Background: an optimization exercise with open tools, aiming at small area, a short achievable clock period and few clock cycles per item. Do not read the settings as production practice.
In this exercise RTL edits were held to simulation tests only and were not proved equivalent to the original.
The flow treats the clock pin as an ideal source. Dropping or thinning the clock tree relies on that and would not hold on a real chip.
Power is estimated from default activity; no workload was simulated.

### design/flow/design.v
package conv_pkg;
    typedef logic [4:0]                         col_addr_t;     
    typedef logic [4:0]                         band_t;
    typedef logic [4:0]                         kernel_t;
    typedef logic [8:0]                         param_addr_t;   
    typedef logic [5-1:0]                 pix_col_t;
    typedef logic signed [8-1:0]    weight_t;
    typedef logic signed [8-1:0]    bias_t;
    typedef logic signed [16-1:0]  sum_t;
    typedef logic [16-1:0]         act_t;          
    typedef enum logic [1:0] {
        SEQ_IDLE,
        SEQ_LOAD,       
        SEQ_SWEEP       
    } seq_state_t;
endpackage
module conv_decode (
    input  logic        sclk,
    input  logic        s_rst_n,
    input  logic        cal_start,
    output logic        busy,
    output logic [4:0]  col,         
    output logic [2:0]  band,
    output logic        kern,
    output logic [3:0]  paddr,       
    output logic [4:0]  pwr,         
    output logic        tag_vld      
);
    logic        act;            
    logic        go;             
    logic        start;
    logic        last_col;
    logic        kern_d;
    logic        t0, t1;
    logic [2:0]  psi, psi_d, psi_p;
    assign start    = cal_start & ~busy;
    assign last_col = (col == 5'(28 - 1));
    assign t0       = act & (col >= 5'(5 - 1));
    assign go       = act & ~(last_col && band == 3'(8 - 1) && kern);
    assign kern_d   = (act && last_col && band == 3'(8 - 1)) ? ~kern : kern;
    assign psi      = kern ? 3'(paddr - 4'd5) : 3'(paddr);
    assign psi_d    = (psi == 3'd0) ? 3'd4 : psi - 3'd1;
    assign psi_p    = (psi == 3'd4) ? 3'd0 : psi + 3'd1;     
    for (genvar q = 0; q < 5; q++) begin : g_pwr
        assign pwr[q] = (psi_p == 3'(5 - 1 - q));
    end
    always_ff @(posedge sclk or negedge s_rst_n) begin
        if (!s_rst_n) begin
            act   <= 1'b0;
            col   <= '0;
            band  <= '0;
            kern  <= 1'b0;
            paddr <= '0;
        end else begin
            act   <= go | start;
            kern  <= kern_d;
            paddr <= (kern_d ? 4'd5 : 4'd0) + 4'(psi_d);
            if (act) begin
                if (last_col) begin
                    col  <= '0;
                    band <= band + 3'd1;     
                end else begin
                    col <= col + 5'd1;
                end
            end else begin
                col <= {4'd0, start};
            end
        end
    end
    always_ff @(posedge sclk or negedge s_rst_n) begin
        if (!s_rst_n) begin
            t1      <= 1'b0;
            tag_vld <= 1'b0;
            busy    <= 1'b0;
        end else begin
            t1      <= t0;
            tag_vld <= t1;
            busy    <= start | go | t0 | t1 | tag_vld;
        end
    end
endmodule
module conv_execute (
    input  logic                sclk,
    input  conv_pkg::pix_col_t  col_data,
    input  conv_pkg::weight_t   param_w_h0,
    input  conv_pkg::weight_t   param_w_h1,
    input  conv_pkg::weight_t   param_w_h2,
    input  conv_pkg::weight_t   param_w_h3,
    input  conv_pkg::weight_t   param_w_h4,
    input  conv_pkg::bias_t     param_bias,
    input  logic [4:0]          pwr,         
    output logic signed [12:0]  sum
);
    logic [5-1:0][5-1:0][7:0] w;    
    logic [5-1:0][5-1:0]      p;    
    logic [7:0]  b;
    logic [12:0] ra, rb;
    always_ff @(posedge sclk) begin
        w <= {w[5-2:0], {param_w_h4, param_w_h3, param_w_h2, param_w_h1, param_w_h0}};
        b <= param_bias;
    end
    for (genvar q = 0; q < 5; q++) begin : g_slot
        always_ff @(posedge sclk) begin
            if (pwr[q])
                p[q] <= col_data;
        end
    end
    logic t1, t2, t3, t4, t5, t6, t7, t8, t9, t10, t11, t12, t13, t14, t15, t16, t17, t18, t19, t20, t21, t22, t23, t24, t25, t26, t27, t28, t29, t30, t31, t32, t33, t34, t35, t36, t37, t38, t39, t40, t41, t42, t43, t44, t45, t46, t47, t48, t49, t50, t51, t52, t53, t54, t55, t56, t57, t58, t59, t60, t61, t62, t63, t64, t65, t66, t67, t68, t69, t70, t71, t72, t73, t74, t75, t76, t77, t78, t79, t80, t81, t82, t83, t84, t85, t86, t87, t88, t89, t90, t91, t92, t93, t94, t95, t96, t97, t98, t99, t100, t101, t102, t103, t104, t105, t106, t107, t108, t109, t110, t111, t112, t113, t114, t115, t116, t117, t118, t119, t120, t121, t122, t123, t124, t125, t126, t127, t128, t129, t130, t131, t132, t133, t134, t135, t136, t137, t138, t139, t140, t141, t142, t143, t144, t145, t146, t147, t148, t149, t150, t151, t152, t153, t154, t155, t156, t157, t158, t159, t160, t161, t162, t163, t164, t165, t166, t167, t168, t169, t170, t171, t172, t173, t174, t175, t176, t177, t178, t179, t180, t181, t182, t183, t184, t185, t186, t187, t188, t189, t190, t191, t192, t193, t194, t195, t196, t197, t198, t199, t200, t201, t202, t203, t204, t205, t206, t207, t208, t209, t210, t211, t212, t213, t214, t215, t216, t217, t218, t219, t220, t221, t222, t223, t224, t225, t226, t227, t228, t229, t230, t231, t232, t233, t234, t235, t236, t237, t238, t239, t240, t241, t242, t243, t244, t245, t246, t247, t248, t249, t250, t251, t252, t253, t254, t255, t256, t257, t258, t259, t260, t261, t262, t263, t264, t265, t266, t267, t268, t269, t270, t271, t272, t273, t274, t275, t276, t277, t278, t279, t280, t281, t282, t283, t284, t285, t286, t287, t288, t289, t290, t291, t292, t293, t294, t295, t296, t297, t298, t299, t300, t301, t302, t303, t304, t305, t306, t307, t308, t309, t310, t311, t312, t313, t314, t315, t316, t317, t318, t319, t320, t321, t322, t323, t324, t325, t326, t327, t328, t329, t330, t331, t332, t333, t334, t335, t336, t337, t338, t339, t340, t341, t342, t343, t344, t345, t346, t347, t348, t349, t350, t351, t352, t353, t354, t355, t356, t357, t358, t359, t360, t361, t362, t363, t364, t365, t366, t367, t368, t369, t370, t371, t372, t373, t374, t375, t376, t377, t378, t379, t380, t381, t382, t383, t384, t385, t386, t387, t388, t389, t390, t391, t392, t393, t394, t395, t396, t397, t398;
    assign {t2, t1} = {1'b0, (p[0][0] & w[0][0][0])} + {1'b0, (p[0][1] & w[0][1][0])} + {1'b0, (p[0][2] & w[0][2][0])};
    assign {t4, t3} = {1'b0, (p[0][3] & w[0][3][0])} + {1'b0, (p[0][4] & w[0][4][0])} + {1'b0, (p[1][0] & w[1][0][0])};
    assign {t6, t5} = {1'b0, (p[1][1] & w[1][1][0])} + {1'b0, (p[1][2] & w[1][2][0])} + {1'b0, (p[1][3] & w[1][3][0])};
    assign t7 = (p[1][4] & w[1][4][0]) ^ (p[2][0] & w[2][0][0]);
    assign t8 = (p[1][4] & w[1][4][0]) & (p[2][0] & w[2][0][0]);
    assign {t10, t9} = {1'b0, (p[0][0] & w[0][0][1])} + {1'b0, (p[0][1] & w[0][1][1])} + {1'b0, (p[0][2] & w[0][2][1])};
    assign {t12, t11} = {1'b0, (p[0][3] & w[0][3][1])} + {1'b0, (p[0][4] & w[0][4][1])} + {1'b0, (p[1][0] & w[1][0][1])};
    assign {t14, t13} = {1'b0, (p[1][1] & w[1][1][1])} + {1'b0, (p[1][2] & w[1][2][1])} + {1'b0, (p[1][3] & w[1][3][1])};
    assign {t16, t15} = {1'b0, (p[1][4] & w[1][4][1])} + {1'b0, (p[2][0] & w[2][0][1])} + {1'b0, (p[2][1] & w[2][1][1])};
    assign {t18, t17} = {1'b0, (p[2][2] & w[2][2][1])} + {1'b0, (p[2][3] & w[2][3][1])} + {1'b0, (p[2][4] & w[2][4][1])};
    assign t19 = (p[3][0] & w[3][0][1]) ^ (p[3][1] & w[3][1][1]);
    assign t20 = (p[3][0] & w[3][0][1]) & (p[3][1] & w[3][1][1]);
    assign {t22, t21} = {1'b0, (p[0][0] & w[0][0][2])} + {1'b0, (p[0][1] & w[0][1][2])} + {1'b0, (p[0][2] & w[0][2][2])};
    assign {t24, t23} = {1'b0, (p[0][3] & w[0][3][2])} + {1'b0, (p[0][4] & w[0][4][2])} + {1'b0, (p[1][0] & w[1][0][2])};
    assign {t26, t25} = {1'b0, (p[1][1] & w[1][1][2])} + {1'b0, (p[1][2] & w[1][2][2])} + {1'b0, (p[1][3] & w[1][3][2])};
    assign {t28, t27} = {1'b0, (p[1][4] & w[1][4][2])} + {1'b0, (p[2][0] & w[2][0][2])} + {1'b0, (p[2][1] & w[2][1][2])};
    assign {t30, t29} = {1'b0, (p[2][2] & w[2][2][2])} + {1'b0, (p[2][3] & w[2][3][2])} + {1'b0, (p[2][4] & w[2][4][2])};
    assign {t32, t31} = {1'b0, (p[3][0] & w[3][0][2])} + {1'b0, (p[3][1] & w[3][1][2])} + {1'b0, (p[3][2] & w[3][2][2])};
    assign t33 = (p[3][3] & w[3][3][2]) ^ (p[3][4] & w[3][4][2]);
    assign t34 = (p[3][3] & w[3][3][2]) & (p[3][4] & w[3][4][2]);
    assign {t36, t35} = {1'b0, (p[0][0] & w[0][0][3])} + {1'b0, (p[0][1] & w[0][1][3])} + {1'b0, (p[0][2] & w[0][2][3])};
    assign {t38, t37} = {1'b0, (p[0][3] & w[0][3][3])} + {1'b0, (p[0][4] & w[0][4][3])} + {1'b0, (p[1][0] & w[1][0][3])};
    assign {t40, t39} = {1'b0, (p[1][1] & w[1][1][3])} + {1'b0, (p[1][2] & w[1][2][3])} + {1'b0, (p[1][3] & w[1][3][3])};
    assign {t42, t41} = {1'b0, (p[1][4] & w[1][4][3])} + {1'b0, (p[2][0] & w[2][0][3])} + {1'b0, (p[2][1] & w[2][1][3])};
    assign {t44, t43} = {1'b0, (p[2][2] & w[2][2][3])} + {1'b0, (p[2][3] & w[2][3][3])} + {1'b0, (p[2][4] & w[2][4][3])};
    assign {t46, t45} = {1'b0, (p[3][0] & w[3][0][3])} + {1'b0, (p[3][1] & w[3][1][3])} + {1'b0, (p[3][2] & w[3][2][3])};
    assign {t48, t47} = {1'b0, (p[3][3] & w[3][3][3])} + {1'b0, (p[3][4] & w[3][4][3])} + {1'b0, (p[4][0] & w[4][0][3])};
    assign {t50, t49} = {1'b0, (p[0][0] & w[0][0][4])} + {1'b0, (p[0][1] & w[0][1][4])} + {1'b0, (p[0][2] & w[0][2][4])};
    assign {t52, t51} = {1'b0, (p[0][3] & w[0][3][4])} + {1'b0, (p[0][4] & w[0][4][4])} + {1'b0, (p[1][0] & w[1][0][4])};
    assign {t54, t53} = {1'b0, (p[1][1] & w[1][1][4])} + {1'b0, (p[1][2] & w[1][2][4])} + {1'b0, (p[1][3] & w[1][3][4])};
    assign {t56, t55} = {1'b0, (p[1][4] & w[1][4][4])} + {1'b0, (p[2][0] & w[2][0][4])} + {1'b0, (p[2][1] & w[2][1][4])};
    assign {t58, t57} = {1'b0, (p[2][2] & w[2][2][4])} + {1'b0, (p[2][3] & w[2][3][4])} + {1'b0, (p[2][4] & w[2][4][4])};
    assign {t60, t59} = {1'b0, (p[3][0] & w[3][0][4])} + {1'b0, (p[3][1] & w[3][1][4])} + {1'b0, (p[3][2] & w[3][2][4])};
    assign {t62, t61} = {1'b0, (p[3][3] & w[3][3][4])} + {1'b0, (p[3][4] & w[3][4][4])} + {1'b0, (p[4][0] & w[4][0][4])};
    assign {t64, t63} = {1'b0, (p[0][0] & w[0][0][5])} + {1'b0, (p[0][1] & w[0][1][5])} + {1'b0, (p[0][2] & w[0][2][5])};
    assign {t66, t65} = {1'b0, (p[0][3] & w[0][3][5])} + {1'b0, (p[0][4] & w[0][4][5])} + {1'b0, (p[1][0] & w[1][0][5])};
    assign {t68, t67} = {1'b0, (p[1][1] & w[1][1][5])} + {1'b0, (p[1][2] & w[1][2][5])} + {1'b0, (p[1][3] & w[1][3][5])};
    assign {t70, t69} = {1'b0, (p[1][4] & w[1][4][5])} + {1'b0, (p[2][0] & w[2][0][5])} + {1'b0, (p[2][1] & w[2][1][5])};
    assign {t72, t71} = {1'b0, (p[2][2] & w[2][2][5])} + {1'b0, (p[2][3] & w[2][3][5])} + {1'b0, (p[2][4] & w[2][4][5])};
    assign {t74, t73} = {1'b0, (p[3][0] & w[3][0][5])} + {1'b0, (p[3][1] & w[3][1][5])} + {1'b0, (p[3][2] & w[3][2][5])};
    assign {t76, t75} = {1'b0, (p[3][3] & w[3][3][5])} + {1'b0, (p[3][4] & w[3][4][5])} + {1'b0, (p[4][0] & w[4][0][5])};
    assign {t78, t77} = {1'b0, (p[0][0] & w[0][0][6])} + {1'b0, (p[0][1] & w[0][1][6])} + {1'b0, (p[0][2] & w[0][2][6])};
    assign {t80, t79} = {1'b0, (p[0][3] & w[0][3][6])} + {1'b0, (p[0][4] & w[0][4][6])} + {1'b0, (p[1][0] & w[1][0][6])};
    assign {t82, t81} = {1'b0, (p[1][1] & w[1][1][6])} + {1'b0, (p[1][2] & w[1][2][6])} + {1'b0, (p[1][3] & w[1][3][6])};
    assign {t84, t83} = {1'b0, (p[1][4] & w[1][4][6])} + {1'b0, (p[2][0] & w[2][0][6])} + {1'b0, (p[2][1] & w[2][1][6])};
    assign {t86, t85} = {1'b0, (p[2][2] & w[2][2][6])} + {1'b0, (p[2][3] & w[2][3][6])} + {1'b0, (p[2][4] & w[2][4][6])};
    assign {t88, t87} = {1'b0, (p[3][0] & w[3][0][6])} + {1'b0, (p[3][1] & w[3][1][6])} + {1'b0, (p[3][2] & w[3][2][6])};
    assign {t90, t89} = {1'b0, (p[3][3] & w[3][3][6])} + {1'b0, (p[3][4] & w[3][4][6])} + {1'b0, (p[4][0] & w[4][0][6])};
    assign {t92, t91} = {1'b0, ~(p[0][0] & w[0][0][7])} + {1'b0, ~(p[0][1] & w[0][1][7])} + {1'b0, ~(p[0][2] & w[0][2][7])};
    assign {t94, t93} = {1'b0, ~(p[0][3] & w[0][3][7])} + {1'b0, ~(p[0][4] & w[0][4][7])} + {1'b0, ~(p[1][0] & w[1][0][7])};
    assign {t96, t95} = {1'b0, ~(p[1][1] & w[1][1][7])} + {1'b0, ~(p[1][2] & w[1][2][7])} + {1'b0, ~(p[1][3] & w[1][3][7])};
    assign {t98, t97} = {1'b0, ~(p[1][4] & w[1][4][7])} + {1'b0, ~(p[2][0] & w[2][0][7])} + {1'b0, ~(p[2][1] & w[2][1][7])};
    assign {t100, t99} = {1'b0, ~(p[2][2] & w[2][2][7])} + {1'b0, ~(p[2][3] & w[2][3][7])} + {1'b0, ~(p[2][4] & w[2][4][7])};
    assign {t102, t101} = {1'b0, ~(p[3][0] & w[3][0][7])} + {1'b0, ~(p[3][1] & w[3][1][7])} + {1'b0, ~(p[3][2] & w[3][2][7])};
    assign {t104, t103} = {1'b0, ~(p[3][3] & w[3][3][7])} + {1'b0, ~(p[3][4] & w[3][4][7])} + {1'b0, ~(p[4][0] & w[4][0][7])};
    assign {t106, t105} = {1'b0, t1} + {1'b0, t3} + {1'b0, t5};
    assign {t108, t107} = {1'b0, t7} + {1'b0, (p[2][1] & w[2][1][0])} + {1'b0, (p[2][2] & w[2][2][0])};
    assign {t110, t109} = {1'b0, (p[2][3] & w[2][3][0])} + {1'b0, (p[2][4] & w[2][4][0])} + {1'b0, (p[3][0] & w[3][0][0])};
    assign {t112, t111} = {1'b0, t2} + {1'b0, t4} + {1'b0, t6};
    assign {t114, t113} = {1'b0, t8} + {1'b0, t9} + {1'b0, t11};
    assign {t116, t115} = {1'b0, t13} + {1'b0, t15} + {1'b0, t17};
    assign {t118, t117} = {1'b0, t19} + {1'b0, (p[3][2] & w[3][2][1])} + {1'b0, (p[3][3] & w[3][3][1])};
    assign t119 = (p[3][4] & w[3][4][1]) ^ (p[4][0] & w[4][0][1]);
    assign t120 = (p[3][4] & w[3][4][1]) & (p[4][0] & w[4][0][1]);
    assign {t122, t121} = {1'b0, t10} + {1'b0, t12} + {1'b0, t14};
    assign {t124, t123} = {1'b0, t16} + {1'b0, t18} + {1'b0, t20};
    assign {t126, t125} = {1'b0, t21} + {1'b0, t23} + {1'b0, t25};
    assign {t128, t127} = {1'b0, t27} + {1'b0, t29} + {1'b0, t31};
    assign {t130, t129} = {1'b0, t33} + {1'b0, (p[4][0] & w[4][0][2])} + {1'b0, (p[4][1] & w[4][1][2])};
    assign t131 = (p[4][2] & w[4][2][2]) ^ (p[4][3] & w[4][3][2]);
    assign t132 = (p[4][2] & w[4][2][2]) & (p[4][3] & w[4][3][2]);
    assign {t134, t133} = {1'b0, t22} + {1'b0, t24} + {1'b0, t26};
    assign {t136, t135} = {1'b0, t28} + {1'b0, t30} + {1'b0, t32};
    assign {t138, t137} = {1'b0, t34} + {1'b0, t35} + {1'b0, t37};
    assign {t140, t139} = {1'b0, t39} + {1'b0, t41} + {1'b0, t43};
    assign {t142, t141} = {1'b0, t45} + {1'b0, t47} + {1'b0, (p[4][1] & w[4][1][3])};
    assign {t144, t143} = {1'b0, (p[4][2] & w[4][2][3])} + {1'b0, (p[4][3] & w[4][3][3])} + {1'b0, (p[4][4] & w[4][4][3])};
    assign {t146, t145} = {1'b0, t36} + {1'b0, t38} + {1'b0, t40};
    assign {t148, t147} = {1'b0, t42} + {1'b0, t44} + {1'b0, t46};
    assign {t150, t149} = {1'b0, t48} + {1'b0, t49} + {1'b0, t51};
    assign {t152, t151} = {1'b0, t53} + {1'b0, t55} + {1'b0, t57};
    assign {t154, t153} = {1'b0, t59} + {1'b0, t61} + {1'b0, (p[4][1] & w[4][1][4])};
    assign {t156, t155} = {1'b0, (p[4][2] & w[4][2][4])} + {1'b0, (p[4][3] & w[4][3][4])} + {1'b0, (p[4][4] & w[4][4][4])};
    assign {t158, t157} = {1'b0, t50} + {1'b0, t52} + {1'b0, t54};
    assign {t160, t159} = {1'b0, t56} + {1'b0, t58} + {1'b0, t60};
    assign {t162, t161} = {1'b0, t62} + {1'b0, t63} + {1'b0, t65};
    assign {t164, t163} = {1'b0, t67} + {1'b0, t69} + {1'b0, t71};
    assign {t166, t165} = {1'b0, t73} + {1'b0, t75} + {1'b0, (p[4][1] & w[4][1][5])};
    assign {t168, t167} = {1'b0, (p[4][2] & w[4][2][5])} + {1'b0, (p[4][3] & w[4][3][5])} + {1'b0, (p[4][4] & w[4][4][5])};
    assign {t170, t169} = {1'b0, t64} + {1'b0, t66} + {1'b0, t68};
    assign {t172, t171} = {1'b0, t70} + {1'b0, t72} + {1'b0, t74};
    assign {t174, t173} = {1'b0, t76} + {1'b0, t77} + {1'b0, t79};
    assign {t176, t175} = {1'b0, t81} + {1'b0, t83} + {1'b0, t85};
    assign {t178, t177} = {1'b0, t87} + {1'b0, t89} + {1'b0, (p[4][1] & w[4][1][6])};
    assign {t180, t179} = {1'b0, (p[4][2] & w[4][2][6])} + {1'b0, (p[4][3] & w[4][3][6])} + {1'b0, (p[4][4] & w[4][4][6])};
    assign {t182, t181} = {1'b0, t78} + {1'b0, t80} + {1'b0, t82};
    assign {t184, t183} = {1'b0, t84} + {1'b0, t86} + {1'b0, t88};
    assign {t186, t185} = {1'b0, t90} + {1'b0, t91} + {1'b0, t93};
    assign {t188, t187} = {1'b0, t95} + {1'b0, t97} + {1'b0, t99};
    assign {t190, t189} = {1'b0, t101} + {1'b0, t103} + {1'b0, ~(p[4][1] & w[4][1][7])};
    assign {t192, t191} = {1'b0, ~(p[4][2] & w[4][2][7])} + {1'b0, ~(p[4][3] & w[4][3][7])} + {1'b0, ~(p[4][4] & w[4][4][7])};
    assign t193 = t92 ^ t94;
    assign t194 = t92 & t94;
    assign {t196, t195} = {1'b0, t105} + {1'b0, t107} + {1'b0, t109};
    assign {t198, t197} = {1'b0, (p[3][1] & w[3][1][0])} + {1'b0, (p[3][2] & w[3][2][0])} + {1'b0, (p[3][3] & w[3][3][0])};
    assign {t200, t199} = {1'b0, t106} + {1'b0, t108} + {1'b0, t110};
    assign {t202, t201} = {1'b0, t111} + {1'b0, t113} + {1'b0, t115};
    assign {t204, t203} = {1'b0, t117} + {1'b0, t119} + {1'b0, (p[4][1] & w[4][1][1])};
    assign {t206, t205} = {1'b0, t112} + {1'b0, t114} + {1'b0, t116};
    assign {t208, t207} = {1'b0, t118} + {1'b0, t120} + {1'b0, t121};
    assign {t210, t209} = {1'b0, t123} + {1'b0, t125} + {1'b0, t127};
    assign t211 = t129 ^ t131;
    assign t212 = t129 & t131;
    assign {t214, t213} = {1'b0, t122} + {1'b0, t124} + {1'b0, t126};
    assign {t216, t215} = {1'b0, t128} + {1'b0, t130} + {1'b0, t132};
    assign {t218, t217} = {1'b0, t133} + {1'b0, t135} + {1'b0, t137};
    assign {t220, t219} = {1'b0, t139} + {1'b0, t141} + {1'b0, t143};
    assign {t222, t221} = {1'b0, t134} + {1'b0, t136} + {1'b0, t138};
    assign {t224, t223} = {1'b0, t140} + {1'b0, t142} + {1'b0, t144};
    assign {t226, t225} = {1'b0, t145} + {1'b0, t147} + {1'b0, t149};
    assign {t228, t227} = {1'b0, t151} + {1'b0, t153} + {1'b0, t155};
    assign {t230, t229} = {1'b0, t146} + {1'b0, t148} + {1'b0, t150};
    assign {t232, t231} = {1'b0, t152} + {1'b0, t154} + {1'b0, t156};
    assign {t234, t233} = {1'b0, t157} + {1'b0, t159} + {1'b0, t161};
    assign {t236, t235} = {1'b0, t163} + {1'b0, t165} + {1'b0, t167};
    assign {t238, t237} = {1'b0, t158} + {1'b0, t160} + {1'b0, t162};
    assign {t240, t239} = {1'b0, t164} + {1'b0, t166} + {1'b0, t168};
    assign {t242, t241} = {1'b0, t169} + {1'b0, t171} + {1'b0, t173};
    assign {t244, t243} = {1'b0, t175} + {1'b0, t177} + {1'b0, t179};
    assign {t246, t245} = {1'b0, t170} + {1'b0, t172} + {1'b0, t174};
    assign {t248, t247} = {1'b0, t176} + {1'b0, t178} + {1'b0, t180};
    assign {t250, t249} = {1'b0, t181} + {1'b0, t183} + {1'b0, t185};
    assign {t252, t251} = {1'b0, t187} + {1'b0, t189} + {1'b0, t191};
    assign {t254, t253} = {1'b0, t182} + {1'b0, t184} + {1'b0, t186};
    assign {t256, t255} = {1'b0, t188} + {1'b0, t190} + {1'b0, t192};
    assign {t258, t257} = {1'b0, t193} + {1'b0, t96} + {1'b0, t98};
    assign {t260, t259} = {1'b0, t100} + {1'b0, t102} + {1'b0, t104};
    assign {t262, t261} = {1'b0, t195} + {1'b0, t197} + {1'b0, (p[3][4] & w[3][4][0])};
    assign t263 = (p[4][0] & w[4][0][0]) ^ (p[4][1] & w[4][1][0]);
    assign t264 = (p[4][0] & w[4][0][0]) & (p[4][1] & w[4][1][0]);
    assign {t266, t265} = {1'b0, t196} + {1'b0, t198} + {1'b0, t199};
    assign {t268, t267} = {1'b0, t201} + {1'b0, t203} + {1'b0, (p[4][2] & w[4][2][1])};
    assign t269 = (p[4][3] & w[4][3][1]) ^ (p[4][4] & w[4][4][1]);
    assign t270 = (p[4][3] & w[4][3][1]) & (p[4][4] & w[4][4][1]);
    assign {t272, t271} = {1'b0, t200} + {1'b0, t202} + {1'b0, t204};
    assign {t274, t273} = {1'b0, t205} + {1'b0, t207} + {1'b0, t209};
    assign {t276, t275} = {1'b0, t211} + {1'b0, (p[4][4] & w[4][4][2])} + {1'b0, b[2]};
    assign {t278, t277} = {1'b0, t206} + {1'b0, t208} + {1'b0, t210};
    assign {t280, t279} = {1'b0, t212} + {1'b0, t213} + {1'b0, t215};
    assign {t282, t281} = {1'b0, t217} + {1'b0, t219} + {1'b0, b[3]};
    assign {t284, t283} = {1'b0, t214} + {1'b0, t216} + {1'b0, t218};
    assign {t286, t285} = {1'b0, t220} + {1'b0, t221} + {1'b0, t223};
    assign {t288, t287} = {1'b0, t225} + {1'b0, t227} + {1'b0, b[4]};
    assign {t290, t289} = {1'b0, t222} + {1'b0, t224} + {1'b0, t226};
    assign {t292, t291} = {1'b0, t228} + {1'b0, t229} + {1'b0, t231};
    assign {t294, t293} = {1'b0, t233} + {1'b0, t235} + {1'b0, b[5]};
    assign {t296, t295} = {1'b0, t230} + {1'b0, t232} + {1'b0, t234};
    assign {t298, t297} = {1'b0, t236} + {1'b0, t237} + {1'b0, t239};
    assign {t300, t299} = {1'b0, t241} + {1'b0, t243} + {1'b0, b[6]};
    assign {t302, t301} = {1'b0, t238} + {1'b0, t240} + {1'b0, t242};
    assign {t304, t303} = {1'b0, t244} + {1'b0, t245} + {1'b0, t247};
    assign {t306, t305} = {1'b0, t249} + {1'b0, t251} + {1'b0, ~b[7]};
    assign {t308, t307} = {1'b0, t246} + {1'b0, t248} + {1'b0, t250};
    assign {t310, t309} = {1'b0, t252} + {1'b0, t253} + {1'b0, t255};
    assign {t312, t311} = {1'b0, t257} + {1'b0, t259} + {1'b0, 1'b1};
    assign {t314, t313} = {1'b0, t254} + {1'b0, t256} + {1'b0, t258};
    assign t315 = t260 ^ t194;
    assign t316 = t260 & t194;
    assign {t318, t317} = {1'b0, t261} + {1'b0, t263} + {1'b0, (p[4][2] & w[4][2][0])};
    assign {t320, t319} = {1'b0, t262} + {1'b0, t264} + {1'b0, t265};
    assign t321 = t267 ^ t269;
    assign t322 = t267 & t269;
    assign {t324, t323} = {1'b0, t266} + {1'b0, t268} + {1'b0, t270};
    assign {t326, t325} = {1'b0, t271} + {1'b0, t273} + {1'b0, t275};
    assign {t328, t327} = {1'b0, t272} + {1'b0, t274} + {1'b0, t276};
    assign {t330, t329} = {1'b0, t277} + {1'b0, t279} + {1'b0, t281};
    assign {t332, t331} = {1'b0, t278} + {1'b0, t280} + {1'b0, t282};
    assign {t334, t333} = {1'b0, t283} + {1'b0, t285} + {1'b0, t287};
    assign {t336, t335} = {1'b0, t284} + {1'b0, t286} + {1'b0, t288};
    assign {t338, t337} = {1'b0, t289} + {1'b0, t291} + {1'b0, t293};
    assign {t340, t339} = {1'b0, t290} + {1'b0, t292} + {1'b0, t294};
    assign {t342, t341} = {1'b0, t295} + {1'b0, t297} + {1'b0, t299};
    assign {t344, t343} = {1'b0, t296} + {1'b0, t298} + {1'b0, t300};
    assign {t346, t345} = {1'b0, t301} + {1'b0, t303} + {1'b0, t305};
    assign {t348, t347} = {1'b0, t302} + {1'b0, t304} + {1'b0, t306};
    assign {t350, t349} = {1'b0, t307} + {1'b0, t309} + {1'b0, t311};
    assign {t352, t351} = {1'b0, t308} + {1'b0, t310} + {1'b0, t312};
    assign {t354, t353} = {1'b0, t313} + {1'b0, t315} + {1'b0, 1'b1};
    assign t355 = t317 ^ (p[4][3] & w[4][3][0]);
    assign t356 = t317 & (p[4][3] & w[4][3][0]);
    assign {t358, t357} = {1'b0, t318} + {1'b0, t319} + {1'b0, t321};
    assign {t360, t359} = {1'b0, t320} + {1'b0, t322} + {1'b0, t323};
    assign {t362, t361} = {1'b0, t324} + {1'b0, t326} + {1'b0, t327};
    assign {t364, t363} = {1'b0, t328} + {1'b0, t330} + {1'b0, t331};
    assign {t366, t365} = {1'b0, t332} + {1'b0, t334} + {1'b0, t335};
    assign {t368, t367} = {1'b0, t336} + {1'b0, t338} + {1'b0, t339};
    assign {t370, t369} = {1'b0, t340} + {1'b0, t342} + {1'b0, t343};
    assign {t372, t371} = {1'b0, t344} + {1'b0, t346} + {1'b0, t347};
    assign {t374, t373} = {1'b0, t348} + {1'b0, t350} + {1'b0, t351};
    assign {t376, t375} = {1'b0, t352} + {1'b0, t354} + {1'b0, t314};
    assign t377 = t355 ^ (p[4][4] & w[4][4][0]);
    assign t378 = t355 & (p[4][4] & w[4][4][0]);
    assign {t380, t379} = {1'b0, t356} + {1'b0, t357} + {1'b0, b[1]};
    assign {t382, t381} = {1'b0, t358} + {1'b0, t359} + {1'b0, t325};
    assign {t384, t383} = {1'b0, t360} + {1'b0, t361} + {1'b0, t329};
    assign {t386, t385} = {1'b0, t362} + {1'b0, t363} + {1'b0, t333};
    assign {t388, t387} = {1'b0, t364} + {1'b0, t365} + {1'b0, t337};
    assign {t390, t389} = {1'b0, t366} + {1'b0, t367} + {1'b0, t341};
    assign {t392, t391} = {1'b0, t368} + {1'b0, t369} + {1'b0, t345};
    assign {t394, t393} = {1'b0, t370} + {1'b0, t371} + {1'b0, t349};
    assign {t396, t395} = {1'b0, t372} + {1'b0, t373} + {1'b0, t353};
    assign {t398, t397} = {1'b0, t374} + {1'b0, t375} + {1'b0, t316};
    assign ra = {1'b1, t398, t396, t394, t392, t390, t388, t386, t384, t382, t380, t378, t377};
    assign rb = {1'b0, t376, t397, t395, t393, t391, t389, t387, t385, t383, t381, t379, b[0]};
    assign sum = ra + rb;
endmodule
module conv_result (
    input  logic                sclk,
    input  logic                s_rst_n,
    input  logic signed [12:0]  sum,
    input  logic                tag_vld,
    output logic [11:0]         act,
    output logic                act_vld
);
    always_ff @(posedge sclk) begin
        act <= sum[12] ? 12'd0 : 12'(sum);
    end
    always_ff @(posedge sclk or negedge s_rst_n) begin
        if (!s_rst_n)
            act_vld <= 1'b0;
        else
            act_vld <= tag_vld;
    end
endmodule
module conv_top (
    input  logic                   sclk,
    input  logic                   s_rst_n,
    input  logic                   cal_start,
    output logic                   busy,
    output conv_pkg::col_addr_t    data_rd_addr,
    output conv_pkg::band_t        row_cnt,
    input  conv_pkg::pix_col_t     col_data,
    output conv_pkg::param_addr_t  param_rd_addr,
    input  conv_pkg::weight_t      param_w_h0,
    input  conv_pkg::weight_t      param_w_h1,
    input  conv_pkg::weight_t      param_w_h2,
    input  conv_pkg::weight_t      param_w_h3,
    input  conv_pkg::weight_t      param_w_h4,
    output conv_pkg::kernel_t      bias_rd_addr,
    input  conv_pkg::bias_t        param_bias,
    output conv_pkg::act_t         conv_rslt_act,
    output logic                   conv_rslt_act_vld
);
    logic [2:0]          band;
    logic                kern;
    logic [3:0]          paddr;
    logic [4:0]          pwr;
    logic                tag_vld;
    logic signed [12:0]  sum;
    logic [11:0]         act;
    assign row_cnt       = {2'b0, band};
    assign param_rd_addr = {5'b0, paddr};
    assign bias_rd_addr  = {4'b0, kern};
    assign conv_rslt_act = {4'b0, act};
    conv_decode u_decode (
        .sclk      (sclk),
        .s_rst_n   (s_rst_n),
        .cal_start (cal_start),
        .busy      (busy),
        .col       (data_rd_addr),
        .band      (band),
        .kern      (kern),
        .paddr     (paddr),
        .pwr       (pwr),
        .tag_vld   (tag_vld)
    );
    conv_execute u_execute (
        .sclk       (sclk),
        .col_data   (col_data),
        .param_w_h0 (param_w_h0),
        .param_w_h1 (param_w_h1),
        .param_w_h2 (param_w_h2),
        .param_w_h3 (param_w_h3),
        .param_w_h4 (param_w_h4),
        .param_bias (param_bias),
        .pwr        (pwr),
        .sum        (sum)
    );
    conv_result u_result (
        .sclk    (sclk),
        .s_rst_n (s_rst_n),
        .sum     (sum),
        .tag_vld (tag_vld),
        .act     (act),
        .act_vld (conv_rslt_act_vld)
    );
endmodule
### design/flow/flow/run.sh
#!/bin/bash
# Standard synthesis, then flow/polarity.py drops the inverters that
# synthesis leaves between full adders (a full adder is self-dual, so an fa
# cell may work on inverted signals), then the standard layout from the
# edited netlist, with port buffers of fixed cells (flow/pre_resize.tcl) and
# one level less in the clock tree (flow/post_cts.tcl). Make output goes to
# standard_*.log here, each tool's own log to orfs/logs.
set -euo pipefail
R=$PWD/orfs/results/sky130hd/conv_top/base
KN=("BUFFER_PORTS_ARGS=-outputs -buffer_cell sky130_fd_sc_hd__buf_2" "PRE_RESIZE_TCL=$PWD/flow/pre_resize.tcl" "POST_CTS_TCL=$PWD/flow/post_cts.tcl")
if [[ -f flow/knobs.txt ]]; then
  while read -r line; do [[ -n "$line" ]] && KN+=("$line"); done < flow/knobs.txt
fi
bash standard.sh "${KN[@]}" "$R/1_2_yosys.v" > standard_synth.log 2>&1
cp "$R/1_2_yosys.v" "$R/1_2_yosys_std.v"
python3 flow/polarity.py "$R/1_2_yosys_std.v" "$R/1_2_yosys.v" > polarity.log 2>&1
bash standard.sh "${KN[@]}" finish > standard.log 2>&1
### design/flow/flow/knobs.txt
SETUP_SLACK_MARGIN=22.0
CTS_ARGS=-sink_clustering_enable -repair_clock_nets -sink_clustering_size 30 -sink_clustering_max_diameter 100 -buf_list sky130_fd_sc_hd__clkbuf_16 -dont_use_dummy_load
### design/flow/flow/polarity.py
#!/usr/bin/env python3
"""Removes inverters between full adders in a mapped netlist.

A full adder is self-dual: FA(~a, ~b, ~c) = (~cout, ~sum). Synthesis leaves
many inverters between sky130 fa cells; choosing for each fa cell whether it
works on inverted signals lets most of them go. Only plain inv cells whose
nets are internal are touched; everything else keeps its connections.

usage: polarity.py IN.v OUT.v
"""
import re
import sys
from collections import defaultdict

src = open(sys.argv[1]).read()
mod_start = src.index("module ")
body_start = src.index(";", mod_start) + 1
end = src.rindex("endmodule")
head, body, tail = src[:body_start], src[body_start:end], src[end:]

port_names = set()
for m in re.finditer(r"^\s*(input|output|inout)\s+(\[[^\]]*\]\s*)?(\w+)\s*;", body, re.M):
    port_names.add(m.group(3))

cell_re = re.compile(r"^\s*(sky130_fd_sc_hd__\w+)\s+(\S+)\s*\((.*?)\);\s*$", re.S | re.M)
pin_re = re.compile(r"\.(\w+)\(([^()]*)\)")

cells = []
for m in cell_re.finditer(body):
    pins = [(p, n.strip()) for p, n in pin_re.findall(m.group(3))]
    cells.append({"type": m.group(1), "name": m.group(2), "pins": pins, "span": m.span()})

OUTP = {"X", "Y", "Q", "Q_N", "SUM", "COUT", "HI", "LO"}

def is_port_net(n):
    base = n.split("[")[0].strip()
    return base in port_names

def is_inv(c):
    return re.match(r"sky130_fd_sc_hd__inv_\d+$", c["type"]) is not None

driver = {}
loads = defaultdict(list)
for i, c in enumerate(cells):
    for p, n in c["pins"]:
        if p in OUTP:
            driver[n] = (i, p)
        else:
            loads[n].append((i, p))

# inverters we may remove: internal in and out
inv_ok = set()
for i, c in enumerate(cells):
    if is_inv(c):
        d = dict(c["pins"])
        a, y = d["A"], d["Y"]
        if not is_port_net(a) and not is_port_net(y) and a in driver and not re.match(r"^1'", a):
            inv_ok.add(i)

# a logical signal is a net driven by something other than a removable
# inverter; resolve every net to (signal net, inversion)
def resolve(n):
    inv = 0
    seen = 0
    while n in driver and driver[n][0] in inv_ok and seen < 100:
        n = dict(cells[driver[n][0]]["pins"])["A"]
        inv ^= 1
        seen += 1
    return n, inv

fa_cells = [i for i, c in enumerate(cells) if re.match(r"sky130_fd_sc_hd__fa_\d+$", c["type"])]
# an and2 can become a nand2 and back: its output polarity is free
AND_CELLS = {"sky130_fd_sc_hd__and2_1": 0, "sky130_fd_sc_hd__nand2_1": 1}
AREA = {0: 6.256, 1: 3.7536}
INV_AREA = 3.7536
free_and = {}
for i, c in enumerate(cells):
    if c["type"] in AND_CELLS:
        d = dict(c["pins"])
        outp = "X" if AND_CELLS[c["type"]] == 0 else "Y"
        if set(d) == {"A", "B", outp} and not is_port_net(d[outp]):
            free_and[d[outp]] = i
fa_set = set(fa_cells)
FA_IN = ("A", "B", "CIN")
FA_OUT = ("COUT", "SUM")

# requirements: signal -> list of (load cell, pin, required polarity relative to signal)
req = defaultdict(list)
for i, c in enumerate(cells):
    if i in inv_ok:
        continue
    for p, n in c["pins"]:
        if p in OUTP:
            continue
        s, inv = resolve(n)
        if s in free_and:
            # requirements of a free AND are relative to AND(a, b)
            inv ^= AND_CELLS[cells[free_and[s]]["type"]]
        req[s].append((i, p, inv))
# nets that are ports and driven through removable inverters are excluded above,
# so port loads need no handling: a port net is never an inverter's output here.

flip = {i: 0 for i in fa_cells}

def reqs(s):
    out = set()
    for (i, p, inv) in req[s]:
        out.add(inv ^ (flip[i] if (i in fa_set and p in FA_IN) else 0))
    return out

def and_choice(s):
    rs = reqs(s)
    best = None
    for pol in (1, 0):
        a = AREA[pol] + (INV_AREA if any(r != pol for r in rs) else 0)
        if best is None or a < best[0]:
            best = (a, pol)
    return best

def sig_pol(s):
    if s in free_and:
        return and_choice(s)[1]
    if s in driver and driver[s][0] in fa_set:
        return flip[driver[s][0]]
    return 0

def sig_cost(s):
    if s in free_and:
        return and_choice(s)[0]
    pol = sig_pol(s)
    return INV_AREA if any(r != pol for r in reqs(s)) else 0

def touched(i):
    c = cells[i]
    ss = set()
    for p, n in c["pins"]:
        if p in FA_IN:
            ss.add(resolve(n)[0])
        elif p in FA_OUT:
            ss.add(n)
    return ss

total = sum(sig_cost(s) for s in list(req))
start_total = total
improved = True
rounds = 0
while improved and rounds < 50:
    improved = False
    rounds += 1
    for i in fa_cells:
        ss = touched(i)
        before = sum(sig_cost(s) for s in ss)
        flip[i] ^= 1
        after = sum(sig_cost(s) for s in ss)
        if after < before:
            total += after - before
            improved = True
        else:
            flip[i] ^= 1

def total_cost():
    return sum(sig_cost(s) for s in list(req))

# escape local minima: random restarts of the greedy search from perturbed
# states, keeping the best (deterministic seed)
import random
rng = random.Random(1)
def greedy():
    tot = sum(sig_cost(s) for s in list(req))
    imp = True
    while imp:
        imp = False
        for i in fa_cells:
            ss = touched(i)
            b = sum(sig_cost(s) for s in ss)
            flip[i] ^= 1
            a = sum(sig_cost(s) for s in ss)
            if a < b or (a == b and rng.random() < 0.3):
                tot += a - b
                imp = imp or a < b
            else:
                flip[i] ^= 1
    return tot
best = dict(flip)
best_total = sum(sig_cost(s) for s in list(req))
for it in range(int(__import__("os").environ.get("POL_ITERS", "300"))):
    flip.update(best)
    for i in rng.sample(fa_cells, max(1, len(fa_cells) // 10)):
        flip[i] ^= 1
    t = greedy()
    if t < best_total:
        best_total = t
        best = dict(flip)
flip.update(best)

# rebuild: signals needing an inverted copy get one inverter each
need_inv = {}
k = 0
for s in list(req):
    if any(r != sig_pol(s) for r in reqs(s)):
        k += 1
        need_inv[s] = f"pol_n{k}"

def esc(n):
    # escaped identifiers end at white space
    return n + " " if n.startswith("\\") else n

def net_for(s, r):
    return s if r == sig_pol(s) else need_inv[s]

new_cells_txt = []
for i, c in enumerate(cells):
    if i in inv_ok:
        continue
    pins = []
    ctype = c["type"]
    d = dict(c["pins"])
    and_out = next((n for p, n in c["pins"] if p in OUTP and n in free_and and free_and[n] == i), None)
    if and_out is not None:
        ctype = "sky130_fd_sc_hd__nand2_1" if sig_pol(and_out) else "sky130_fd_sc_hd__and2_1"
    for p, n in c["pins"]:
        if p in OUTP:
            if and_out is not None:
                p = "Y" if sig_pol(and_out) else "X"
            pins.append((p, n))
        else:
            s, inv = resolve(n)
            if s in free_and:
                inv ^= AND_CELLS[cells[free_and[s]]["type"]]
            r = inv ^ (flip[i] if (i in fa_set and p in FA_IN) else 0)
            pins.append((p, net_for(s, r)))
    txt = "  %s %s (\n%s\n  );" % (ctype, c["name"], ",\n".join(f"    .{p}({esc(n)})" for p, n in pins))
    new_cells_txt.append(txt)
for s, nn in need_inv.items():
    new_cells_txt.append("  sky130_fd_sc_hd__inv_1 pol_inv_%s (\n    .A(%s),\n    .Y(%s)\n  );" % (nn[5:], esc(s), nn))

# keep declarations, drop old cell text
decl = cell_re.sub("", body)
decl = re.sub(r"\n\s*\n+", "\n", decl)
wires = "".join(f"  wire {nn};\n" for nn in need_inv.values())
out = head + decl + wires + "\n".join(new_cells_txt) + "\n" + tail
open(sys.argv[2], "w").write(out)
print(f"polarity: {len(inv_ok)} removable inverters, {len(fa_cells)} fa cells, "
      f"{len(free_and)} and/nand cells, {sum(flip.values())} flipped, "
      f"inverters {len(inv_ok)} -> {len(need_inv)}, "
      f"nand2 {sum(1 for x in free_and if sig_pol(x))}, area of inverters and ands {start_total:.1f} -> {total_cost():.1f}")
### design/flow/flow/post_cts.tcl
# Runs at the end of the CTS step (POST_CTS_TCL). Reshapes the top of the
# clock tree: the middle level goes, and the leaf buffers are split into four
# groups, each driven by its own root buffer on the clock port, placed at the
# middle of its group. Every register stays two buffers from the clock port,
# so the tree stays balanced; it only gets shorter.
set block [ord::get_db_block]
set port_net [$block findNet sclk]
set nroots 4
proc is_clkbuf {inst} {
  return [string match "sky130_fd_sc_hd__clkbuf_*" [[$inst getMaster] getName]]
}
proc out_net {inst} {
  foreach it [$inst getITerms] {
    if {[$it isOutputSignal]} { return [$it getNet] }
  }
  return "NULL"
}
proc in_iterm {inst} {
  foreach it [$inst getITerms] {
    if {[$it isInputSignal]} { return $it }
  }
  return "NULL"
}
proc center {inst} {
  set b [$inst getBBox]
  return [list [expr {([$b xMin] + [$b xMax]) / 2}] [expr {([$b yMin] + [$b yMax]) / 2}]]
}
set roots {}
foreach it [$port_net getITerms] {
  set inst [$it getInst]
  if {[is_clkbuf $inst]} { lappend roots $inst }
}
if {[llength $roots] != 1} {
  puts "post_cts: [llength $roots] root buffers, tree kept"
  return
}
set root [lindex $roots 0]
set rnet [out_net $root]
# 1. drop the middle level
foreach it [$rnet getITerms] {
  set inst [$it getInst]
  if {$inst eq $root || ![is_clkbuf $inst]} { continue }
  set mnet [out_net $inst]
  set ok 1
  foreach it2 [$mnet getITerms] {
    set i2 [$it2 getInst]
    if {$i2 ne $inst && ![is_clkbuf $i2]} { set ok 0 }
  }
  if {!$ok} { continue }
  foreach it2 [$mnet getITerms] {
    set i2 [$it2 getInst]
    if {$i2 eq $inst} { continue }
    $it2 disconnect
    $it2 connect $rnet
  }
  puts "post_cts: removed [$inst getName]"
  odb::dbInst_destroy $inst
  odb::dbNet_destroy $mnet
}
# 2. the root's loads, all leaf buffers
set leaves {}
foreach it [$rnet getITerms] {
  set inst [$it getInst]
  if {$inst eq $root} { continue }
  if {![is_clkbuf $inst]} {
    puts "post_cts: root drives a register, one root kept"
    estimate_parasitics -placement
    return
  }
  lappend leaves $inst
}
# split into four groups: by x into halves, each half by y into halves
proc by_x {a b} { return [expr {[lindex [center $a] 0] - [lindex [center $b] 0]}] }
proc by_y {a b} { return [expr {[lindex [center $a] 1] - [lindex [center $b] 1]}] }
set sx [lsort -command by_x $leaves]
set h [expr {[llength $sx] / 2}]
set groups {}
foreach half [list [lrange $sx 0 [expr {$h - 1}]] [lrange $sx $h end]] {
  set sy [lsort -command by_y $half]
  set q [expr {[llength $sy] / 2}]
  lappend groups [lrange $sy 0 [expr {$q - 1}]] [lrange $sy $q end]
}
set master [[ord::get_db] findMaster sky130_fd_sc_hd__clkbuf_16]
set k 0
foreach g $groups {
  if {[llength $g] == 0} { continue }
  set sx 0; set sy 0
  foreach l $g { set c [center $l]; incr sx [lindex $c 0]; incr sy [lindex $c 1] }
  set cx [expr {$sx / [llength $g]}]
  set cy [expr {$sy / [llength $g]}]
  if {$k == 0} {
    set r $root
    set n $rnet
  } else {
    set r [odb::dbInst_create $block $master "clkbuf_root_$k"]
    set n [odb::dbNet_create $block "clknet_root_$k"]
    $n setSigType CLOCK
    [$r findITerm A] connect $port_net
    [$r findITerm X] connect $n
    foreach l $g {
      set it [in_iterm $l]
      $it disconnect
      $it connect $n
    }
  }
  $r setLocation $cx $cy
  $r setPlacementStatus PLACED
  puts "post_cts: root [$r getName] drives [llength $g] leaf buffers"
  incr k
}
detailed_placement
check_placement -verbose
estimate_parasitics -placement
report_clock_skew
### design/flow/flow/pre_resize.tcl
# Runs before the resize step (PRE_RESIZE_TCL). Global placement gave every
# output port a buf_2 (BUFFER_PORTS_ARGS); each input port gets a buf_1 here,
# which the step's repair and the detailed placement then handle as usual.
buffer_ports -inputs -buffer_cell sky130_fd_sc_hd__buf_1
### design/flow/standard.sh
#!/bin/bash
# synth_recipe.tcl (not shown) runs the flow's synth.tcl, then flattens the netlist and writes it again
# the make line also repeats each setting of config.mk as NAME=value (left out here)
make -C /OpenROAD-flow-scripts/flow DESIGN_CONFIG=/design/flow/config.mk WORK_HOME=/design/flow/orfs CLKGATE_MAP_FILE= SYNTH_SCRIPT=/design/flow/synth_recipe.tcl "${@:-finish}"
### design/flow/config.mk
export PLATFORM = sky130hd
export DESIGN_NAME = conv_top
export DESIGN_NICKNAME = conv_top
export VERILOG_FILES = /design/flow/design.v
export SDC_FILE = /design/flow/constraint.sdc
export NUM_CORES = 4
export LEC_CHECK = 0
export CAP_MARGIN = 20
export CORE_MARGIN = 2
export CORE_UTILIZATION = 40
export CTS_BUF_LIST = sky130_fd_sc_hd__clkbuf_16
export CTS_CLUSTER_DIAMETER = 100
export CTS_CLUSTER_SIZE = 30
export SLEW_MARGIN = 20
### design/flow/constraint.sdc
create_clock -name core_clock -period 28.0 [get_ports {sclk}]
set_input_delay 5.6000 -clock core_clock [delete_from_list [all_inputs] [get_ports {sclk}]]
set_output_delay 5.6000 -clock core_clock [all_outputs]
set_load 0.01 [all_outputs]
==> impl_metrics.yaml, run 1 <==
critical_path:
  worstPathRequired_ps: 22400
  rr_endpoint: "u_result.act[11]$_SDFF_PN0_"
  critPathBufInv: 1
  cp_top_family: "flip-flops"
  criticalPathCategory: "flip-flop to primary output"
  reg2reg_from: "u_execute.p[5]$_DFFE_PN_"
  r2r_cells: 17
  r2r_slack_ps: 22160
  arrival_ps: 860
  cp-start-kind: "flip-flop"
  critPathMaxFanout: 3
  critPathSlowestCell: "dfrtp_2"
  startpoint: "u_decode.col[4]$_DFF_PN0_"
  crit_path_max_incr_delay_ps: 440
  path_cells: "buf_6"
  cp-end-kind: "primary output"
sta:
  rsz0062_at_grt: "true"
  hold_violations: 0
  skew_ps: 43.89
  relSlewSlack_pct: 26.25
  fmax_mhz: 154.8
  fin_hold_ws_ps: 309.5
  finalCritPeriodShare_pct: 23.07
  slew_viol_final: 0
  period_needed_ps: 6461
  final.setup.tns_ps: 0
  tightest_slew_ps: 1104
  final-setup-viol-count: 0
final_layout:
  layout_common_cells: "dfxtp_1, nand2_1, fa_1"
  drive_above_1_share_pct: 12.17
  n_antenna_cell: 0
  final_common_cell: "dfxtp_1"
  layoutNonFillerInstCount: 1395
  nets: 1292
  post-route-util_pct: 46.56
  syn_to_final_growth_pct: 14.58
route:
  firstDrtPassIters: 5
  viasPerCell: 4.543
  drc: 0
  wl_per_cell_microns: 17.31
  num_vias: 6337
  drt-total-wl_microns: 24150
  ant_nets: 0
  drtIter0Drc: 355
outcome:
  status: "timing/DRC/antenna clean"
hold_path:
  hp-class: "flip-flop to flip-flop"
  hold_path_end: "u_execute.w[103]$_DFF_P_"
  worstHoldStart: "u_execute.w[63]$_DFF_P_"
  min_path_cells: 0
cts:
  worstSkewPairLatency_ps: 310
  cts_sinks: 263
  clk_pin_slew_ps: 100
floorplanning:
  coreArea_sq_mm: 0.02870
  die-area_sq_mm: 0.03054
  die_width_microns: 174.8
  rows: 62
  initial_utilization_pct: 40.63
  die_y_microns: 174.8
  io_pins: 98
logic_synthesis:
  syn_inst: 870
  syn-cell-area_sq_mm: 0.01166
  yosysWarnings: 3
  syn_avg_cell_area_sq_um: 13.41
global_routing:
  grt_pass1_wl_microns: 38230
  overflow: 0
  antenna_found_initial: 0
  grt_pass1_vias: 6805
  grt_max_degree: 31
  grt_usage_pct: 16.68
power:
  combPwrFrac_pct: 64.4
  swShare_pct: 40.47
  leakagePower_nw: 5.361
  p_seq_share_pct: 24.0
  power.internal_w: 0.001054
  vdd.ir_drop.worst_mv: 0.1266
  cellPowerDensity_mw_per_mm2: 132.5
  clkPwrFrac_pct: 11.6
  p_sw_w: 0.0007164
placed_design:
  hpwl_microns: 19760
  port_buffers: 27
  place.gp.congestion: 0.8617
  dp_cells: 1332
job:
  cap_violations: 0
through the flow:
step                      worst slack (ps)  power (W)  cell area [sq um]
after floorplan                      21750   0.001293              11720
after global placement               21730   0.001465              12200
after detailed placement             21550   0.001482              12410
after global routing                 21500   0.001949              13360
final                                21540   0.001770              13360
worst max path at each step:
stage	cells after the start	slack, ps	to
floorplan	3	21750	u_decode.busy$_DFF_PN0_
global placement	3	21730	u_decode.busy$_DFF_PN0_
detailed placement	1	21550	u_decode.paddr[2]$_DFF_PN0_
global route	1	21500	data_rd_addr[4]
finish	1	21540	data_rd_addr[4]
power by group through the flow:
stage                     Clock (W)  Sequential [W]  Combinational, W
after detailed placement          0        0.000433           0.00105
after floorplan                   0        0.000432          0.000861
after global placement            0        0.000433           0.00103
after global routing       0.000226        0.000427           0.00130
final                      0.000206        0.000425           0.00114
state kept, by name, indices dropped and copies added, names as in the netlist:
register	count
u_result.act	12
u_decode.tag_vld	1
u_decode.col	5
u_execute.p	25
u_execute.w	200
u_decode.kern	1
u_execute.b	8
u_decode.paddr	4
u_decode.busy	1
u_decode.band	3
u_decode.t1	1
u_decode.act	1
u_result.act_vld	1
final cells by class, without the clock buffers:
type	count	area [sq um]
fill	2593	15340
multi-input combinational	543	5797
sequential	263	5615
timing repair buffer	131	873.3
tap	384	480.5
inverter	59	221.5
buffer	3	75.07
per-layer routing:
layer,up-vias,wire length [microns],track usage (%)
met1,3198,11170,23.74
met4,0,505,5.556
met3,25,1264,2.698
li1,2952,-,-
met5,-,0,0
met2,162,11210,26.17
Testbench counts, summed over its fixed seeds: cycles 21,648, results 18,432.
==> run 2, diff against run 1 <==
==> design/flow/flow/knobs.txt (replaced) <==
SETUP_SLACK_MARGIN=21.7
CTS_ARGS=-sink_clustering_enable -repair_clock_nets -sink_clustering_size 30 -sink_clustering_max_diameter 100 -buf_list sky130_fd_sc_hd__clkbuf_16 -dont_use_dummy_load
==> run 2 against run 1 <==
Final cell count fell by 1.2%. Via count fell by 1.1%. Sequential cell count did not move. Routed wire length fell by 0.17%. Clock power rose by 3%. Setup slack got worse by 14 ps. Hold slack improved by 10 ps. Clock skew rose by 6.7 ps. Synthesized cell count did not move. Still clean.
==> impl_metrics.yaml, run 2 <==
critical_path:
  criticalPathCategory: "flip-flop to primary output"
  r2r_slack_ps: 21950
  critPathMaxFanout: 2
  crit_path_max_incr_delay_ps: 410
  cp_top_family: "flip-flops"
  path_cells: "buf_2"
  cp-start-kind: "flip-flop"
  critPathSlowestCell: "dfrtp_1"
  cp-end-kind: "primary output"
  critPathBufInv: 1
  arrival_ps: 870
  worstPathRequired_ps: 22400
final_layout:
  n_antenna_cell: 0
  syn_to_final_growth_pct: 12.38
  regArea_sq_mm: 0.005612
  post-route-util_pct: 45.66
  nets: 1275
  layout_common_cells: "dfxtp_1, nand2_1, fa_1"
  multi_input_area_sq_mm: 0.005756
  final_common_cell: "dfxtp_1"
  largestRegisters: "u_execute.w: 200 flops, u_execute.p: 25 flops, u_result.act: 12 flops"
  largest_reg_flops: 200
  drive_above_1_share_pct: 9.155
  fillers: 2618
  top_register: "u_execute.w"
floorplanning:
  die-area_sq_mm: 0.03054
  rows: 62
  io_pins: 98
  coreArea_sq_mm: 0.02870
  initial_utilization_pct: 40.63
  die_y_microns: 174.8
  die_width_microns: 174.8
sta:
  fin_hold_ws_ps: 320.0
  slew_viol_final: 0
  relSlewSlack_pct: 23.08
  final-setup-viol-count: 0
  rsz0062_at_grt: "true"
  final.setup.tns_ps: 0
  setup_ws_ps: 21530
  fmax_mhz: 154.5
  period_needed_ps: 6474
  finalCritPeriodShare_pct: 23.12
  tightest_slew_ps: 1151
  skew_ps: 50.63
  hold_violations: 0
placed_design:
  place.gp.congestion: 0.8530
  hpwl_microns: 19810
  pre_cts_ws_ps: 21590
  port_buffers: 27
power:
  p_sw_w: 0.0007048
  leakagePower_nw: 5.263
  combPwrFrac_pct: 62.4
  power.internal_w: 0.0009878
  clkPwrFrac_pct: 12.6
  cellPowerDensity_mw_per_mm2: 129.1
  swShare_pct: 41.64
  vdd.ir_drop.worst_mv: 0.1638
  p_seq_share_pct: 25.1
logic_synthesis:
  syn-cell-area_sq_mm: 0.01166
  yosysWarnings: 3
  syn_inst: 870
  syn_avg_cell_area_sq_um: 13.41
global_routing:
  grt_usage_pct: 16.58
  antenna_found_initial: 0
  grt_pass1_wl_microns: 38090
  overflow: 0
  grt_pass1_vias: 6888
  grt_max_degree: 31
job:
  cap_violations: 0
route:
  num_vias: 6268
  drtIter0Drc: 405
  drc: 0
  viasPerCell: 4.549
  drt-total-wl_microns: 24110
  wl_per_cell_microns: 17.50
  firstDrtPassIters: 4
  ant_nets: 0
hold_path:
  hp-class: "flip-flop to flip-flop"
cts:
  cts_sinks: 263
  clk_pin_slew_ps: 110
  worstSkewPairLatency_ps: 320
outcome:
  status: "timing/DRC/antenna clean"
-- run 2: power by group through the flow --
stage,sequential [W],combinational [W],clock [W]
after floorplan,0.000432,0.000861,0
after global placement,0.000433,0.00103,0
after detailed placement,0.000433,0.00105,0
after global routing,0.000426,0.00121,0.000233
final,0.000424,0.00106,0.000213
-- run 2: cell type report, without the clock buffers --
| class | instances | area share, % |
|---|---|---|
| buffer | 3 | 0.5728 |
| inverter | 59 | 1.690 |
| multi-input combinational | 543 | 43.91 |
| sequential | 263 | 42.82 |
| tap | 384 | 3.666 |
| timing repair buffer | 113 | 4.859 |
-- run 2: final timing paths --
check / from / endpoint / depth (start not counted)
max in group asynchronous: s_rst_n / u_decode.paddr[2]$_DFF_PN0_ / 1
min in group asynchronous: s_rst_n / u_decode.band[2]$_DFFE_PN0P_ / 1
worst min register to register: u_execute.w[57]$_DFF_P_ / u_execute.w[97]$_DFF_P_ / 0
worst min-delay path: u_execute.w[57]$_DFF_P_ / u_execute.w[97]$_DFF_P_ / 0
worst max-delay path: u_decode.busy$_DFF_PN0_ / busy / 1
worst max register to register: u_execute.p[9]$_DFFE_PN_ / u_result.act[0]$_SDFF_PN0_ / 15
-- run 2: per-stage QoR --
stage               total power (W)  std cells  cell area [sq um]
floorplan                  0.001293        884              11720
global route               0.001867       1378              13110
global placement           0.001464       1277              12200
finish                     0.001693       1378              13110
detailed placement         0.001483       1332              12400
-- run 2: layer usage --
layer	vias up	routed length (microns)	GRT usage, %
met5	-	0	0
met4	0	281	3.438
met3	18	1211	3.481
met2	146	11270	26.66
met1	3179	11350	23.39
li1	2925	-	-
==> run 3, diff against run 2 <==
==> design/flow/flow/knobs.txt (replaced) <==
CTS_ARGS=-sink_clustering_enable -repair_clock_nets -sink_clustering_size 30 -sink_clustering_max_diameter 100 -buf_list sky130_fd_sc_hd__clkbuf_16 -dont_use_dummy_load
==> run 3 against run 2 <==
Sequential cell count unchanged. Routed wire length shrank 1.6%. Largest cell class unchanged. Cell area shrank 2.3%. Area after synthesis stayed put. Clock skew decreased by 1.9 ps.
==> impl_metrics.yaml, run 3 <==
sta:
  hold_violations: 0
  final-setup-viol-count: 0
  finalCritPeriodShare_pct: 23.55
  period_needed_ps: 6594
  skew_ps: 48.73
  tightest_slew_ps: 1087
  final.setup.tns_ps: 0
  relSlewSlack_pct: 27.39
  rsz0062_at_grt: "false"
  fmax_mhz: 151.7
  slew_viol_final: 0
final_layout:
  n_antenna_cell: 0
  multi_input_area_sq_mm: 0.005748
  fillers: 2658
  postLayoutCellArea_sq_mm: 0.01280
  regArea_sq_mm: 0.005605
  layout_common_cells: "dfxtp_1, nand2_1, fa_1"
  largest_reg_flops: 200
  syn_to_final_growth_pct: 9.795
  nets: 1245
  drive_above_1_share_pct: 5.809
  final_common_cell: "dfxtp_1"
  largestRegisters: "u_execute.w: 200 flops, u_execute.p: 25 flops, u_result.act: 12 flops"
  top_register: "u_execute.w"
floorplanning:
  coreArea_sq_mm: 0.02870
  initial_utilization_pct: 40.63
  die-area_sq_mm: 0.03054
  io_pins: 98
  rows: 62
  die_y_microns: 174.8
  die_width_microns: 174.8
critical_path:
  critPathSlowestCell: "dfrtp_1"
  worstPathRequired_ps: 22400
  critPathMaxFanout: 6
  path_cells: "buf_2"
  cp_top_family: "flip-flops"
  crit_path_max_incr_delay_ps: 490
  cp-start-kind: "flip-flop"
  reg2reg_from: "u_execute.p[8]$_DFFE_PN_"
  r2r_cells: 15
  arrival_ps: 990
  cp-end-kind: "primary output"
  cp-endpoint: "bias_rd_addr[0]"
  startpoint: "u_decode.kern$_DFF_PN0_"
  cp_num_cells: 1
  r2r_slack_ps: 21670
  criticalPathCategory: "flip-flop to primary output"
  rr_endpoint: "u_result.act[0]$_SDFF_PN0_"
  critPathBufInv: 1
logic_synthesis:
  syn_avg_cell_area_sq_um: 13.41
  syn-cell-area_sq_mm: 0.01166
  syn_inst: 870
  yosysWarnings: 3
global_routing:
  grt_pass1_wl_microns: 37780
  overflow: 0
  antenna_found_initial: 0
  grt_usage_pct: 16.46
  grt_max_degree: 31
  grt_pass1_vias: 6834
placed_design:
  port_buffers: 27
  place.gp.congestion: 0.8530
  hpwl_microns: 19810
  dpl-instance-area_sq_mm: 0.01240
route:
  ant_nets: 0
  num_vias: 6135
  wl_per_cell_microns: 17.60
  drc: 0
  viasPerCell: 4.551
  firstDrtPassIters: 4
  drt-total-wl_microns: 23730
  drtIter0Drc: 398
power:
  vdd.ir_drop.worst_mv: 0.1635
  finalPower_w: 0.001681
  cellPowerDensity_mw_per_mm2: 131.3
  leakagePower_nw: 5.096
outcome:
  status: "timing/DRC/antenna clean"
job:
  cap_violations: 0
hold_path:
  hp-class: "flip-flop to flip-flop"
cts:
  cts_sinks: 263
  worstSkewPairLatency_ps: 320
  clk_pin_slew_ps: 110
[run 3: cell types whose count changed in the layout (fill, tap and decap cells not counted), sizes merged]
cell / previous run / this run
buf: 113 / 83
[run 3: metrics by stage]
step                      setup slack (ps)  utilization (%)  std cells  hold slack [ps]
after floorplan                      21750                -        884            323.6
after detailed placement             21590            43.22       1332            334.9
final                                21410            44.61       1348            317.4
after global routing                 21340            44.61       1348            319.4
after global placement               21730            42.50       1277            328.7
[run 3: cell type report, without the clock buffers]
type | count | share of cell area [%]
multi-input cells | 543 | 44.89
plain buffers | 3 | 0.5863
well taps | 384 | 3.752
flip-flops and latches | 263 | 43.78
repair buffers | 83 | 2.726
inverters | 59 | 1.730
[run 3: per-layer routing]
| layer | vias to the layer above | GRT usage, % | wire length, microns |
|---|---|---|---|
| met1 | 3114 | 23.25 | 11230 |
| li1 | 2863 | - | - |
| met3 | 17 | 3.460 | 1214 |
| met2 | 141 | 26.42 | 11010 |
| met4 | 0 | 3.438 | 269 |
| met5 | - | 0 | 0 |
[run 3: how the worst min path moves through the flow]
stage          cells after the start                startpoint  slack, ps                        to
2_1_floorplan                      0   u_execute.w[72]$_DFF_P_        320  u_execute.w[112]$_DFF_P_
3_3_place_gp                       0  u_execute.w[153]$_DFF_P_        330  u_execute.w[193]$_DFF_P_
3_5_place_dp                       0   u_execute.w[63]$_DFF_P_        330  u_execute.w[103]$_DFF_P_
5_1_grt                            0   u_execute.w[57]$_DFF_P_        320   u_execute.w[97]$_DFF_P_
6_report                           0   u_execute.w[57]$_DFF_P_        320   u_execute.w[97]$_DFF_P_
[run 3: report_power, final]
group	internal (W)	total (W)	switching [W]	leakage [nW]
clock	0.000103	0.000214	0.000111	0.197
combinational	0.000467	0.00104	0.000576	2.61
sequential	0.000414	0.000424	0.0000107	2.29
==> run 4, diff against run 3 <==
==> design/flow/flow/knobs.txt (replaced) <==
SETUP_SLACK_MARGIN=21.4
CTS_ARGS=-sink_clustering_enable -repair_clock_nets -sink_clustering_size 30 -sink_clustering_max_diameter 100 -buf_list sky130_fd_sc_hd__clkbuf_16 -dont_use_dummy_load
==> run 4 against run 3 <==
Maximum frequency rose by 1.7%. Via count up 0.77%. Core utilization up 0.29 points. Clock skew is essentially flat. Critical path type unchanged. Largest cell class unchanged. Highest routed layer unchanged.
==> impl_metrics.yaml, run 4 <==
global_routing:
  antenna_found_initial: 0
  grt_max_degree: 31
  grt_pass1_wl_microns: 38070
  grt_usage_pct: 16.58
  grt_pass1_vias: 6886
  overflow: 0
route:
  wl_per_cell_microns: 17.65
  viasPerCell: 4.556
  drc: 0
  num_vias: 6182
  drt-total-wl_microns: 23950
  drtIter0Drc: 375
  ant_nets: 0
  firstDrtPassIters: 4
cts:
  cts_sinks: 263
  worstSkewPairLatency_ps: 320
  clk_pin_slew_ps: 110
floorplanning:
  rows: 62
  die_width_microns: 174.8
  die_y_microns: 174.8
  initial_utilization_pct: 40.63
  die-area_sq_mm: 0.03054
  coreArea_sq_mm: 0.02870
  io_pins: 98
critical_path:
  arrival_ps: 880
  cp-start-kind: "flip-flop"
  cp_top_family: "flip-flops"
  crit_path_max_incr_delay_ps: 420
  worstPathRequired_ps: 22400
  cp-end-kind: "primary output"
  cp_num_cells: 1
  r2r_cells: 15
  criticalPathCategory: "flip-flop to primary output"
  critPathBufInv: 1
  path_cells: "buf_2"
  critPathMaxFanout: 2
  critPathSlowestCell: "dfrtp_1"
final_layout:
  layout_common_cells: "dfxtp_1, nand2_1, fa_1"
  n_antenna_cell: 0
  largest_reg_flops: 200
  syn_to_final_growth_pct: 10.51
  postLayoutCellArea_sq_mm: 0.01289
  post-route-util_pct: 44.90
  drive_above_1_share_pct: 6.989
  regArea_sq_mm: 0.005609
  largestRegisters: "u_execute.w: 200 flops, u_execute.p: 25 flops, u_result.act: 12 flops"
  final_common_cell: "dfxtp_1"
  top_register: "u_execute.w"
  fillers: 2648
  nets: 1254
  multi_input_area_sq_mm: 0.005748
placed_design:
  hpwl_microns: 19810
  dpl-instance-area_sq_mm: 0.01240
  place.gp.congestion: 0.8530
  port_buffers: 27
hold_path:
  hp-class: "flip-flop to flip-flop"
  min_path_cells: 0
sta:
  fmax_mhz: 154.3
  finalCritPeriodShare_pct: 23.15
  fin_hold_ws_ps: 317.3
  period_needed_ps: 6482
  final-setup-viol-count: 0
  tightest_slew_ps: 1055
  final.setup.tns_ps: 0
  hold_violations: 0
  slew_viol_final: 0
  rsz0062_at_grt: "false"
  skew_ps: 49.03
  relSlewSlack_pct: 29.52
power:
  cellPowerDensity_mw_per_mm2: 130.4
  vdd.ir_drop.worst_mv: 0.1634
  leakagePower_nw: 5.140
  finalPower_w: 0.001681
logic_synthesis:
  yosysWarnings: 3
  syn_avg_cell_area_sq_um: 13.41
  syn_inst: 870
  syn-cell-area_sq_mm: 0.01166
job:
  cap_violations: 0
outcome:
  status: "timing/DRC/antenna clean"
run 4: area by class of cell, without the clock buffers:
class / instances / share of cell area [%]
multi-input combinational: 543 / 44.60
tap: 384 / 3.728
sequential: 263 / 43.52
buffer: 3 / 0.5825
inverter: 59 / 1.718
timing repair buffer: 92 / 3.330
run 4: metrics by stage:
| step | cells | setup slack (ps) |
|---|---|---|
| 2_1_floorplan | 884 | 21750 |
| 3_3_place_gp | 1277 | 21730 |
| 3_5_place_dp | 1332 | 21590 |
| 5_1_grt | 1357 | 21400 |
| 6_report | 1357 | 21520 |
run 4: per-layer routing:
metal	vias up	wire [microns]	track usage (%)
met3	17	1292	3.481
met5	-	0	0
met1	3143	11250	23.38
met4	0	269	3.438
met2	142	11140	26.66
li1	2880	-	-
run 4: path summary, 6_finish.rpt:
kind	start	to	slack (ps)
worst min register to register	u_execute.w[57]$_DFF_P_	u_execute.w[97]$_DFF_P_	320
worst max register to register	u_execute.p[8]$_DFFE_PN_	u_result.act[0]$_SDFF_PN0_	21650
max in group asynchronous	s_rst_n	u_decode.paddr[2]$_DFF_PN0_	21910
worst min-delay path	u_execute.w[57]$_DFF_P_	u_execute.w[97]$_DFF_P_	320
worst max-delay path	u_decode.busy$_DFF_PN0_	busy	21520
min in group asynchronous	s_rst_n	u_decode.band[2]$_DFFE_PN0P_	5400
run 4: power breakdown:
part | internal [W] | switching, W
logic | 0.000467 | 0.000576
registers | 0.000414 | 0.0000107
clock network | 0.000103 | 0.000110

Setup slack of run 4, layout unchanged: 21.518 ns with ideal ports, 21.416 ns with driving cells assumed (clock clkbuf_16, inputs buf_2), 21.598 ns with port delays also shifted by the 0.386 ns mid clock arrival.
